From an optimization exercise on the open Yosys and OpenROAD flow, aimed at small area, a short achievable clock period and few clock cycles per item; shortcuts taken in it are not production practice. Only simulation tests tie the RTL to the original design; equivalence was not proved.

`flow/run.sh`:
```
#!/bin/bash
# synth_recipe.tcl (not shown) runs the flow's synth.tcl, then flattens the netlist and writes it again
# the make line also repeats each setting of config.mk as NAME=value (left out here)
make -C /OpenROAD-flow-scripts/flow DESIGN_CONFIG=/design/flow/config.mk WORK_HOME=/design/flow/orfs CLKGATE_MAP_FILE= SYNTH_SCRIPT=/design/flow/synth_recipe.tcl finish
```
`flow/config.mk`:
```
export PLATFORM = sky130hd
export DESIGN_NAME = fft_fp
export DESIGN_NICKNAME = fft_fp
export VERILOG_FILES = /design/flow/design.v
export SDC_FILE = /design/flow/constraint.sdc
export NUM_CORES = 4
export LEC_CHECK = 0
export CAP_MARGIN = 20
export CORE_MARGIN = 2
export CORE_UTILIZATION = 40
export SLEW_MARGIN = 20
```
`flow/constraint.sdc`:
```
create_clock -name core_clock -period 20.0 [get_ports {clk}]
set_input_delay 4.0000 -clock core_clock [delete_from_list [all_inputs] [get_ports {clk}]]
set_output_delay 4.0000 -clock core_clock [all_outputs]
set_load 0.01 [all_outputs]
```
`flow/design.v`:
```
module fft_fp_butterfly #(
  parameter int unsigned CPLX_W = 18,
  parameter int unsigned TW_W   = 16
) (
  input  logic [2*CPLX_W-1:0]    a_i,
  input  logic [2*CPLX_W-1:0]    b_i,
  input  logic signed [TW_W-1:0] tw_re_i,
  input  logic signed [TW_W-1:0] tw_im_i,
  input  logic                   inverse_i,
  output logic [2*CPLX_W-1:0]    a_o,
  output logic [2*CPLX_W-1:0]    b_o
);
  localparam int unsigned PW = CPLX_W + TW_W + 1;
  localparam int unsigned SW = CPLX_W + 4;
  localparam logic signed [PW-1:0] P_RND = PW'(1) << (TW_W - 3);
  localparam logic signed [SW-1:0] S_ONE = SW'(1);
  localparam logic signed [SW-1:0] S_MAX = SW'((1 << (CPLX_W - 1)) - 1);
  localparam logic signed [SW-1:0] S_MIN = -S_MAX - S_ONE;
  function automatic logic signed [CPLX_W-1:0] fit(input logic signed [SW-1:0] v);
    fit = CPLX_W'(v);
  endfunction
  function automatic logic signed [SW-1:0] scale(input logic signed [SW-1:0] v, input logic inv);
    scale = inv ? ((v + S_ONE) >>> 1) : v;
  endfunction
  logic signed [CPLX_W-1:0] a_re, a_im, b_re, b_im;
  logic signed [PW-1:0] br_x, bi_x, wr_x, wi_x, tr_p, ti_p;
  logic signed [SW-1:0] tr, ti, ar_x, ai_x;
  always_comb begin
    a_re = a_i[2*CPLX_W-1:CPLX_W];
    a_im = a_i[CPLX_W-1:0];
    b_re = b_i[2*CPLX_W-1:CPLX_W];
    b_im = b_i[CPLX_W-1:0];
    br_x = PW'(b_re);
    bi_x = PW'(b_im);
    wr_x = PW'(tw_re_i);
    wi_x = PW'(tw_im_i);
    tr_p = br_x * wr_x - bi_x * wi_x + P_RND;
    ti_p = br_x * wi_x + bi_x * wr_x + P_RND;
    tr   = SW'(tr_p >>> (TW_W - 2));
    ti   = SW'(ti_p >>> (TW_W - 2));
    ar_x = SW'(a_re);
    ai_x = SW'(a_im);
    a_o  = {fit(scale(ar_x + tr, inverse_i)), fit(scale(ai_x + ti, inverse_i))};
    b_o  = {fit(scale(ar_x - tr, inverse_i)), fit(scale(ai_x - ti, inverse_i))};
  end
endmodule
module fft_fp #(
  parameter int unsigned LOG2_NS = 4,
  parameter int unsigned NS      = 16,
  parameter int unsigned DATA_W  = 18,
  parameter int unsigned FRAC_W  = 12,
  parameter int unsigned TW_W    = 16
) (
  input  logic                     clk,
  input  logic                     rst_n,
  input  logic                     start,
  input  logic                     inverse,
  input  logic                     in_valid,
  output logic                     in_ready,
  input  logic signed [DATA_W-1:0] in_re,
  input  logic signed [DATA_W-1:0] in_im,
  output logic                     out_valid,
  input  logic                     out_ready,
  output logic signed [DATA_W-1:0] out_re,
  output logic signed [DATA_W-1:0] out_im,
  output logic                     out_last,
  output logic                     busy
);
  if (NS != (1 << LOG2_NS)) begin : g_ns_chk
    $error("fft_fp: NS must equal 2**LOG2_NS");
  end
  if (LOG2_NS < 2 || LOG2_NS > 4) begin : g_log_chk
    $error("fft_fp: LOG2_NS must be in 2..4");
  end
  if (TW_W != 16 || FRAC_W >= DATA_W) begin : g_w_chk
    $error("fft_fp: TW_W must be 16 and DATA_W must exceed FRAC_W");
  end
  localparam logic [1:0] IDLE    = 2'd0;
  localparam logic [1:0] LOAD    = 2'd1;
  localparam logic [1:0] COMPUTE = 2'd2;
  localparam logic [1:0] UNLOAD  = 2'd3;
  localparam int unsigned CW    = 2 * DATA_W;
  localparam int unsigned HALF  = NS / 2;
  localparam int unsigned STG_W = (LOG2_NS > 1) ? $clog2(LOG2_NS) : 1;
  localparam logic [LOG2_NS-1:0] IDX_LAST = LOG2_NS'(NS - 1);
  localparam logic [LOG2_NS-2:0] BF_LAST  = (LOG2_NS - 1)'(HALF - 1);
  localparam logic [STG_W-1:0]   STG_LAST = STG_W'(LOG2_NS - 1);
  function automatic logic [LOG2_NS-1:0] bitrev(input logic [LOG2_NS-1:0] k);
    for (int i = 0; i < LOG2_NS; i++) begin
      bitrev[LOG2_NS - 1 - i] = k[i];
    end
  endfunction
  function automatic logic [2*TW_W-1:0] twiddle(input int k);
    case ((k * (16 / NS)) % 8)
      0:       twiddle = {16'sd16384,  16'sd0};
      1:       twiddle = {16'sd15137, -16'sd6270};
      2:       twiddle = {16'sd11585, -16'sd11585};
      3:       twiddle = {16'sd6270,  -16'sd15137};
      4:       twiddle = {16'sd0,     -16'sd16384};
      5:       twiddle = {-16'sd6270, -16'sd15137};
      6:       twiddle = {-16'sd11585, -16'sd11585};
      default: twiddle = {-16'sd15137, -16'sd6270};
    endcase
  endfunction
  logic [1:0]          state_q, state_d;
  logic                inv_q, inv_d;
  logic [LOG2_NS-1:0]  cnt_q, cnt_d;
  logic [LOG2_NS-2:0]  bfly_q, bfly_d;
  logic [STG_W-1:0]    stage_q, stage_d;
  logic [CW-1:0]       mem_q [NS];
  logic signed [TW_W-1:0] tw_re_tab [HALF];
  logic signed [TW_W-1:0] tw_im_tab [HALF];
  for (genvar k = 0; k < HALF; k++) begin : g_tw
    localparam logic [2*TW_W-1:0] W = twiddle(k);
    assign tw_re_tab[k] = W[2*TW_W-1:TW_W];
    assign tw_im_tab[k] = W[TW_W-1:0];
  end
  logic [LOG2_NS-1:0]     span, pos_mask, bfly_x, a_addr, b_addr, wr_addr;
  logic [LOG2_NS-2:0]     tw_idx;
  logic signed [TW_W-1:0] tw_re, tw_im;
  logic [CW-1:0]          bf_a, bf_b;
  always_comb begin
    span     = LOG2_NS'(1) << stage_q;
    pos_mask = span - LOG2_NS'(1);
    bfly_x   = LOG2_NS'(bfly_q);
    a_addr   = ((bfly_x & ~pos_mask) << 1) | (bfly_x & pos_mask);
    b_addr   = a_addr | span;
    tw_idx   = (LOG2_NS - 1)'((bfly_x & pos_mask) << (STG_LAST - stage_q));
    tw_re    = tw_re_tab[tw_idx];
    tw_im    = inv_q ? -tw_im_tab[tw_idx] : tw_im_tab[tw_idx];
    wr_addr  = bitrev(cnt_q);
  end
  fft_fp_butterfly #(
    .CPLX_W (DATA_W),
    .TW_W   (TW_W)
  ) u_bfly (
    .a_i       (mem_q[a_addr]),
    .b_i       (mem_q[b_addr]),
    .tw_re_i   (tw_re),
    .tw_im_i   (tw_im),
    .inverse_i (inv_q),
    .a_o       (bf_a),
    .b_o       (bf_b)
  );
  always_comb begin
    state_d = state_q;
    inv_d   = inv_q;
    cnt_d   = cnt_q;
    bfly_d  = bfly_q;
    stage_d = stage_q;
    case (state_q)
      IDLE: begin
        if (start) begin
          inv_d   = inverse;
          cnt_d   = '0;
          state_d = LOAD;
        end
      end
      LOAD: begin
        if (in_valid) begin
          if (cnt_q == IDX_LAST) begin
            cnt_d   = '0;
            bfly_d  = '0;
            stage_d = '0;
            state_d = COMPUTE;
          end else begin
            cnt_d = cnt_q + 1'b1;
          end
        end
      end
      COMPUTE: begin
        if (bfly_q == BF_LAST) begin
          bfly_d = '0;
          if (stage_q == STG_LAST) begin
            cnt_d   = '0;
            state_d = UNLOAD;
          end else begin
            stage_d = stage_q + 1'b1;
          end
        end else begin
          bfly_d = bfly_q + 1'b1;
        end
      end
      default: begin
        if (out_ready) begin
          cnt_d = cnt_q + 1'b1;
          if (cnt_q == IDX_LAST) state_d = IDLE;
        end
      end
    endcase
  end
  always_ff @(posedge clk or negedge rst_n) begin
    if (!rst_n) begin
      state_q <= IDLE;
      inv_q   <= 1'b0;
      cnt_q   <= '0;
      bfly_q  <= '0;
      stage_q <= '0;
    end else begin
      state_q <= state_d;
      inv_q   <= inv_d;
      cnt_q   <= cnt_d;
      bfly_q  <= bfly_d;
      stage_q <= stage_d;
    end
  end
  always_ff @(posedge clk) begin
    if (state_q == LOAD && in_valid) begin
      mem_q[wr_addr] <= {in_re, in_im};
    end else if (state_q == COMPUTE) begin
      mem_q[a_addr] <= bf_a;
      mem_q[b_addr] <= bf_b;
    end
  end
  always_comb begin
    busy      = (state_q != IDLE);
    in_ready  = (state_q == LOAD);
    out_valid = (state_q == UNLOAD);
    out_last  = out_valid && (cnt_q == IDX_LAST);
    out_re    = out_valid ? $signed(mem_q[cnt_q][CW-1:DATA_W]) : '0;
    out_im    = out_valid ? $signed(mem_q[cnt_q][DATA_W-1:0]) : '0;
  end
endmodule
```
==> flow_summary.yaml <==
outcome:
  outcome: "finished clean"
setup_path:
  cp.required_ps: 20360
  critPathSlowestCell: "ha_1"
  cp-start-kind: "flip-flop"
  critical_path_class: "reg -> reg"
  cp-end-kind: "flip-flop"
  cp_common_cell: "fa_1"
  crit_arrival_ps: 17650
  slowest_delay_ps: 830
  crit_fanout: 36
job:
  cap_viol_max_count: 0
drt:
  routed.top_layer: "met5"
  drt_iter0_markers: 8883
  vias: 68800
  wl_met1_um: 118000
  post_drt_wl_per_cell_um: 28.9
  wl_met3_um: 39600
  drtAntennaViolNets: 0
  dr.pass1.iters: 6
  via_per_inst: 6.01
  wirelength_um: 331000
  drc: 0
  wl_met2_um: 146000
sta:
  tightest_slew_ps: 1330
  fin_crit_ps: 17300
  fmaxAchievable_mhz: 57.8
  timing.slew.headroom_pct: 11.1
  fin_skew_ps: 23.9
  rsz0062_at_grt: "false"
  post-route-period-util_pct: 86.5
  setup_violations: 0
  drv_slew: 0
  hold_viol_final: 0
  fin_tns_setup_ps: 0
logic_synthesis:
  synth_cell_types: 101
  synth_top_area_share_pct: 29.0
  synthArstFlopShare_pct: 2.04
  syn_area_sq_um: 85300
  synth_top_area_cell: "fa_1"
  synth_area_per_cell_sq_um: 9.75
  synth_cells: 8741
  ys_ff_latch: 588
  syn_nets: 10400
  ys_seq_area_share_pct: 20.6
  synth_top_cells_by_area: "fa_1 29%, edfxtp_1 20%, mux4_2 8.5%"
  ys_warn_count: 6
  dominantRegCellSynth: "edfxtp_1"
  synth_edf_count: 576
finish:
  fillers: 20100
  area_delta_synth_final_pct: 8.29
  finalNetCount: 10200
  final_common_cell: "inv_1"
  drive_gt1_share_pct: 10.4
  utilization_pct: 43.5
  final_cell_mix: "1574 x inv_1, 1236 x fa_1, 1106 x nand2_1"
clock_tree:
  cts_resized: 0
  cts_hold_buf: 0
  cts_sinks: 588
  clk_latency_ps: 670
  clk_pin_slew_ps: 80
  cts_setup_buffers: 0
  htreeDepth: 2
  cts-root-buf: "clkbuf_16"
  clockBufferDepth: 3
  cts_tree: "yes"
  cts_buffers: 61
die:
  rows: 169
  io_pins: 82
  die_h_um: 466
  die-area_sq_um: 217000
  fp.coreArea_sq_um: 212000
  dieWidth_um: 466
  start_util_pct: 40.2
min_path:
  hp-class: "reg -> reg"
global_routing:
  grt_usage_pct: 30.4
  grt_max_degree: 115
  grt_overflow: 0
  grt_pass1_wl_um: 480000
  grt_pass1_vias: 69900
  antenna_found_initial: 18
place:
  gp_congestion: 0.946
  io_buffer_count: 81
  dp_hpwl_um: 238000
## synthesized netlist by cell type, drive strengths merged (19+ instances only)
cell and n:
and2 145, o22ai 26, nand2 1116, mux4 322, clkbuf 460, o21bai 19
nor2b 37, ha 398, a211oi 64, nand2b 59, and3 21, inv 1576
o221ai 103, buf 112, fa 1236, o31ai 19, o21ai 279, a21o 58
nand4 26, or2 26, a31oi 49, nor3 31, xnor2 130, mux2i 263
edfxtp 576, xor2 41, nor2 674, o221a 30, nand3 182, a221oi 22
a21oi 394, o2111ai 23
## per-stage QoR
step | worst slack (ps) | instances | hold WS (ps) | area (sq um)
global route | 1950 | 11400 | 664 | 92300
CTS | 3110 | 11400 | 623 | 92300
finish | 2700 | 11400 | 636 | 92300
floorplan | 6730 | 8741 | 545 | 85300
global placement | 3170 | 11300 | 578 | 90100
detailed placement | 3170 | 11300 | 604 | 90100
## layer usage
layer	track usage (%)	vias to the layer above
li1	-	28400
met1	38.0	34600
met2	46.4	4658
met3	7.67	1114
met4	20.5	12
met5	0	-
## cells by family after synthesis
logic type	count (synthesis)	share of synthesized area (%)
buffers and inverters	2150	9.56
multiplexers	600	11.8
flip-flops	588	20.6
adder cells (fa/ha/maj)	1634	34.9
AO/OA/AOI/OAI	1223	9.35
XOR/XNOR	173	1.84
AND/OR/NAND/NOR	2373	12.0
## worst paths after layout
check,to,startpoint,slack (ps),cells past startpoint
max reg2reg,mem_q[13][34],stage_q[1],2700,52
min,state_q[1],state_q[1],640,1
min reg2reg,state_q[1],state_q[1],640,1
max in group asynchronous,cnt_q[0],rst_n,15710,1
max,mem_q[13][34],stage_q[1],2700,52
min in group asynchronous,cnt_q[2],rst_n,3760,1
## critical path: cells and delay by family, from the launching register on
kind,cells,cell delay [ps]
buffers and inverters,12,2920
DFF,1,360
xor gates and xnor gates,2,520
adders and majority gates,11,5400
AOI/OAI and AO/OA,14,4050
and+or+nand+nor,13,3580
## area by class of cell
class	count	area (sq um)	share of cell area [%]
Multi-Input combinational cell	6003	60300	65.3
Tap cell	2821	3530	3.82
Sequential cell	588	17600	19.1
Clock inverter	41	561	0.607
Inverter	1578	5920	6.42
Antenna cell	7	17.5	0.0190
Timing Repair Buffer	339	2800	3.04
Clock buffer	67	1550	1.68
## state kept, by name, summed over array words and instances, names as in the netlist
name	flops
bfly_q	3
cnt_q	4
inv_q	1
mem_q	576
stage_q	2
state_q	2
Testbench counts, summed over its fixed seeds: cycles 4,160, transforms 64.

-- re-timing with driven ports --
Ports are ideal in the flow. The routed layout listed here was re-timed in OpenROAD. Step 1: set_driving_cell puts a clkbuf_16 on clk and a buf_2 on each other input, an assumption about the parent block. Step 2 times the ports against the registers' clock, not the clock port: input delays grow and output delays shrink by t, the midpoint of the rising clock arrivals with the driver on. Slacks: ideal ports / drivers / drivers and shift; pairs: ideal ports / drivers.
t, ns: 0.723
setup slack, ns: 2.705 / 2.705 / 2.705
worst setup path after step 2: register to register
latest minus earliest clock arrival (ns): 0.024 / 0.024
worst register clock-pin slew, ns: 0.08 / 0.08
After both steps this run still meets setup and hold. For this run, drivers alone change the setup slack by 0.000 ns; drivers and shift together by 0.000 ns.
